From an optimization exercise on the open Yosys and OpenROAD flow, aimed at small area, a short achievable clock period and few clock cycles per item; shortcuts taken in it are not production practice. Only simulation tests tie the RTL to the original design; equivalence was not proved. Power and IR drop assume default switching activity. The clock port is modelled as an ideal driver; clocking choices that lean on that would not hold on a real chip.

v15:
==> flow/design.v <==
module dsam_stream_encoder #(
    parameter int DATA_WIDTH   = 16,
    parameter int MAX_CHANNELS = 256,
    parameter int CHAN_WIDTH   = 9
) (
    input  logic                  clk,
    input  logic                  reset,
    input  logic                  clear,
    input  logic [1:0]            mode,
    input  logic [CHAN_WIDTH-1:0] channels,
    input  logic                  in_valid,
    output logic                  in_ready,
    input  logic [DATA_WIDTH-1:0] in_data,
    output logic                  out_valid,
    input  logic                  out_ready,
    output logic [DATA_WIDTH-1:0] out_data
);
    localparam int W  = DATA_WIDTH;
    localparam int QD = 4;
    logic          in_ready_q;
    logic          accept;
    logic          a_v, a_clr;
    logic [1:0]    a_mode;
    logic [7:0]    a_chm1;     
    logic          a_n1, a_n2;
    logic [W-1:0]  a_x;
    logic [7:0]    ch_m1;
    assign in_ready = in_ready_q;
    assign accept   = in_valid && in_ready_q;
    assign ch_m1    = ((channels == 9'd0) || (channels > 9'd256)) ? 8'd255 : 8'(channels - 9'd1);
    always_ff @(posedge clk or negedge reset) begin
        if (!reset) begin
            a_v   <= 1'b0;
            a_clr <= 1'b0;
        end else begin
            a_v   <= accept;
            a_clr <= clear;
        end
    end
    always_ff @(posedge clk) begin
        a_x    <= in_data;
        a_mode <= mode;
        a_chm1 <= ch_m1;
        a_n1   <= (channels == 9'd1);
        a_n2   <= (channels == 9'd2);
    end
    logic [7:0] seg_sel_new;
    always_comb begin
        seg_sel_new[7]   = a_chm1[7];
        seg_sel_new[6:0] = a_chm1[7] ? a_chm1[6:0] : 7'(a_chm1[6:0] - 7'd2);
    end
    logic [1:0] mode_q;
    logic [7:0] seg_sel_q, seg_sel_d;
    logic [7:0] seg_en_q;
    logic       n1_q, n2_q;
    logic       cold_q;
    logic [7:0] rem_q;
    logic [W-2:0] c_q;
    logic [1:0] mode_e;
    logic       n1_e;
    logic       cold_e, warm;
    logic [7:0] rem_e;
    assign mode_e    = a_clr ? a_mode : mode_q;
    assign n1_e      = a_clr ? a_n1 : n1_q;
    assign cold_e    = a_clr | cold_q;
    assign warm      = !cold_e;
    assign rem_e     = a_clr ? a_chm1 : rem_q;
    assign seg_sel_d = a_clr ? seg_sel_new : seg_sel_q;
    logic [W-1:0] x0_q, p_q, r_q;
    logic [W-1:0] s1_q;
    logic [2*W-1:0] s2_q;
    logic [4*W-1:0] s4_q;
    logic [8*W-1:0] s8_q;
    logic [16*W-1:0] s16_q;
    logic [32*W-1:0] s32_q;
    logic [64*W-1:0] s64_q;
    logic [126*W-1:0] s126_q;
    logic [W-1:0] n1, n2, n4, n8, n16, n32, n64, n126;
    assign n1   = seg_sel_q[0] ? s1_q                  : x0_q;
    assign n2   = seg_sel_q[1] ? s2_q[2*W-1 -: W]      : n1;
    assign n4   = seg_sel_q[2] ? s4_q[4*W-1 -: W]      : n2;
    assign n8   = seg_sel_q[3] ? s8_q[8*W-1 -: W]      : n4;
    assign n16  = seg_sel_q[4] ? s16_q[16*W-1 -: W]    : p_q;
    assign n32  = seg_sel_q[5] ? s32_q[32*W-1 -: W]    : n16;
    assign n64  = seg_sel_q[6] ? s64_q[64*W-1 -: W]    : n32;
    assign n126 = seg_sel_q[7] ? s126_q[126*W-1 -: W]  : n64;
    always_ff @(posedge clk) begin
        if (a_v) begin
            x0_q <= a_x;
            p_q  <= n8;
            r_q  <= n1_e ? a_x : (n2_q ? x0_q : n126);
        end
        if (seg_en_q[0]) s1_q   <= x0_q;
        if (seg_en_q[1]) s2_q   <= {s2_q[W-1:0], n1};
        if (seg_en_q[2]) s4_q   <= {s4_q[3*W-1:0], n2};
        if (seg_en_q[3]) s8_q   <= {s8_q[7*W-1:0], n4};
        if (seg_en_q[4]) s16_q  <= {s16_q[15*W-1:0], p_q};
        if (seg_en_q[5]) s32_q  <= {s32_q[31*W-1:0], n16};
        if (seg_en_q[6]) s64_q  <= {s64_q[63*W-1:0], n32};
        if (seg_en_q[7]) s126_q <= {s126_q[125*W-1:0], n64};
    end
    logic [W-1:0] diff;
    logic         b_v, b_clr;
    logic [1:0]   b_mode;
    logic [W-1:0] b_d;
    assign diff = (mode_e[0] && warm) ? (a_x - r_q) : a_x;
    always_ff @(posedge clk or negedge reset) begin
        if (!reset) begin
            b_v   <= 1'b0;
            b_clr <= 1'b0;
        end else begin
            b_v   <= a_v;
            b_clr <= a_clr;
        end
    end
    always_ff @(posedge clk) begin
        b_d    <= diff;
        b_mode <= mode_e;
    end
    always_ff @(posedge clk or negedge reset) begin
        if (!reset) begin
            mode_q    <= 2'd3;
            seg_sel_q <= 8'hff;    
            seg_en_q  <= 8'h00;
            n1_q      <= 1'b0;
            n2_q      <= 1'b0;
            cold_q    <= 1'b1;
            rem_q     <= 8'd255;
        end else begin
            seg_en_q <= seg_sel_d & {8{accept}};
            if (a_clr) begin
                mode_q    <= a_mode;
                seg_sel_q <= seg_sel_new;
                n1_q      <= a_n1;
                n2_q      <= a_n2;
            end
            if (a_v) begin
                if (cold_e) begin
                    if (rem_e == 8'd0) begin
                        cold_q <= 1'b0;
                    end else begin
                        cold_q <= 1'b1;
                        rem_q  <= rem_e - 8'd1;
                    end
                end
            end else if (a_clr) begin
                cold_q <= 1'b1;
                rem_q  <= a_chm1;
            end
        end
    end
    logic         sgn;
    logic [W-2:0] mag;
    logic [W-2:0] c_e;
    logic [W-2:0] cn;
    logic [W-1:0] word;
    always_comb begin
        sgn  = b_d[W-1];
        mag  = sgn ? ~b_d[W-2:0] : b_d[W-2:0];
        c_e  = b_clr ? '0 : c_q;
        cn   = mag ^ c_e;
        case (b_mode)
            2'd0:    word = b_d;
            2'd1:    word = {sgn, mag};
            default: word = {sgn, cn};
        endcase
    end
    always_ff @(posedge clk or negedge reset) begin
        if (!reset) begin
            c_q <= '0;
        end else if (b_v && b_mode[1]) begin
            c_q <= cn;
        end else if (b_clr) begin
            c_q <= '0;
        end
    end
    logic [QD-1:0] qv_q, qv_d;
    logic [W-1:0]  q_q [QD];
    logic          take;
    logic [2:0]    cnt_q, cnt_d;
    logic          in_ready_d;
    logic [W-1:0]  out_q, q0_d;
    logic          out_valid_q;
    assign out_valid = out_valid_q;
    assign out_data  = out_q;
    assign take      = qv_q[0] && out_ready;
    always_comb begin
        logic [QD:0] v_ext;
        v_ext = {1'b0, qv_q};
        if (take) v_ext = {1'b0, v_ext[QD:1]};
        qv_d = v_ext[QD-1:0];
        if (b_v) qv_d = {qv_d[QD-2:0], 1'b1};
        if (accept && !take)      cnt_d = cnt_q + 3'd1;
        else if (!accept && take) cnt_d = cnt_q - 3'd1;
        else                      cnt_d = cnt_q;
        if (take) in_ready_d = accept ? (cnt_q != 3'd4) : 1'b1;
        else      in_ready_d = accept ? (cnt_q <  3'd3) : (cnt_q != 3'd4);
    end
    always_ff @(posedge clk or negedge reset) begin
        if (!reset) begin
            qv_q        <= '0;
            cnt_q       <= '0;
            in_ready_q  <= 1'b0;
            out_valid_q <= 1'b0;
        end else begin
            qv_q        <= qv_d;
            cnt_q       <= cnt_d;
            in_ready_q  <= in_ready_d;
            out_valid_q <= |qv_d;
        end
    end
    always_comb begin
        q0_d = q_q[0];
        if (take) begin
            if (qv_q[1]) q0_d = q_q[1];
            else if (qv_q[0]) q0_d = word;
        end else if (!qv_q[0]) begin
            q0_d = word;
        end
    end
    always_ff @(posedge clk) begin
        out_q <= q0_d;
    end
    always_ff @(posedge clk) begin
        for (int i = 0; i < QD; i++) begin
            if (take) begin
                if (i + 1 < QD && qv_q[i+1]) q_q[i] <= q_q[i+1];
                else if (qv_q[i] && (i + 1 >= QD || !qv_q[i+1])) q_q[i] <= word;
            end else begin
                if (!qv_q[i] && (i == 0 || qv_q[i-1])) q_q[i] <= word;
            end
        end
    end
endmodule
export LEC_CHECK = 0
export ABC_CLOCK_PERIOD_IN_PS = 3000
export CAP_MARGIN = 20
export CORE_MARGIN = 2
export CORE_UTILIZATION = 60
export CTS_CLUSTER_DIAMETER = 100
export CTS_CLUSTER_SIZE = 30
export PLACE_DENSITY = 0.7
export SETUP_SLACK_MARGIN = 5
export SLEW_MARGIN = 20
export SYNTH_MEMORY_MAX_BITS = 8192
create_clock -name core_clock -period 8.8 [get_ports {clk}]
standard.sh (not shown) runs the stock make flow with config.mk's settings and CLKGATE_MAP_FILE= SYNTH_SCRIPT=/design/flow/synth_recipe.tcl, a recipe that flattens the netlist after the stock synthesis.
==> flow/flow/run.sh <==
#!/bin/bash
set -euo pipefail
bash standard.sh SETUP_SLACK_MARGIN=5.8 \
  BUFFER_PORTS_ARGS="-buffer_cell sky130_fd_sc_hd__buf_4" \
  finish > std_flow.log 2>&1
v15 ended with every stage complete and zero timing, DRC or antenna violations.
Testbench counts of v15, summed over its fixed seeds: cycles 27,224, items 27,200.
#### Input delta (v16 over v15)
==> flow/flow/run.sh <==
#!/bin/bash
set -euo pipefail
bash standard.sh SETUP_SLACK_MARGIN=6.0 \
  BUFFER_PORTS_ARGS="-buffer_cell sky130_fd_sc_hd__buf_4" \
  finish > std_flow.log 2>&1
Between v15 and v16, the flow reports count of cells resized by post-cts repair increasing by more than a quarter. Delta (v16 minus v15): count of flip-flops with a built-in enable after synthesis now sits at about the same level; final area now sits at about the same level; final core area utilization now sits at about the same level. Status: global routing usage on met1 parity (v16, v15).
Input-level comparison between v32 and v16:
- CTS_CLUSTER_SIZE now 25, was 30
- CTS_CLUSTER_DIAMETER now 80, was 100
==> flow/flow/run.sh <==
#!/bin/bash
set -euo pipefail
bash standard.sh SETUP_SLACK_MARGIN=5.8 \
  CTS_ARGS="-sink_clustering_enable -repair_clock_nets -sink_clustering_size 30 -sink_clustering_max_diameter 100 -dont_use_dummy_load" \
  finish > std_flow.log 2>&1
Delta(switching portion of total power, v32 - v16) < 0
Measured against each other, v16 and v32 differ in clock latency on the worst-skew pair, the higher figure coming from v16.
Changes observed in v32 relative to v16: final period demand of the worst path dropped 0.050 ns, core occupancy in the finished layout lost 0.23 points, via density per instance now larger.

## afterwards: timing with drivers on the ports
The results above use ideal ports. As a check the final layouts listed here were re-extracted and re-timed, cells and wires unchanged. Step 1: set_driving_cell puts a clkbuf_16 on clk and a buf_2 on each other input, an assumption about the parent block. Step 2, shift: input delay + t, output delay - t, t = (earliest + latest rising clock arrival at the registers) / 2. This alone moves slack from input paths to output paths. a / b / c = no drivers / after step 1 / after step 2; a / b = the first two.
run | t (ns) | setup WS [ns] | cell pins on the clock port's net
v15 | 0.932 | 5.649 / 5.561 / 5.042 | 1
v16 | 0.932 | 5.652 / 5.565 / 5.048 | 1
v32 | 0.870 | 5.701 / 5.618 / 4.874 | 1
After both steps every run listed still meets setup and hold. The setup slack of v32, which loses most, moves by -0.083 ns with the drivers and by -0.827 ns with both steps.
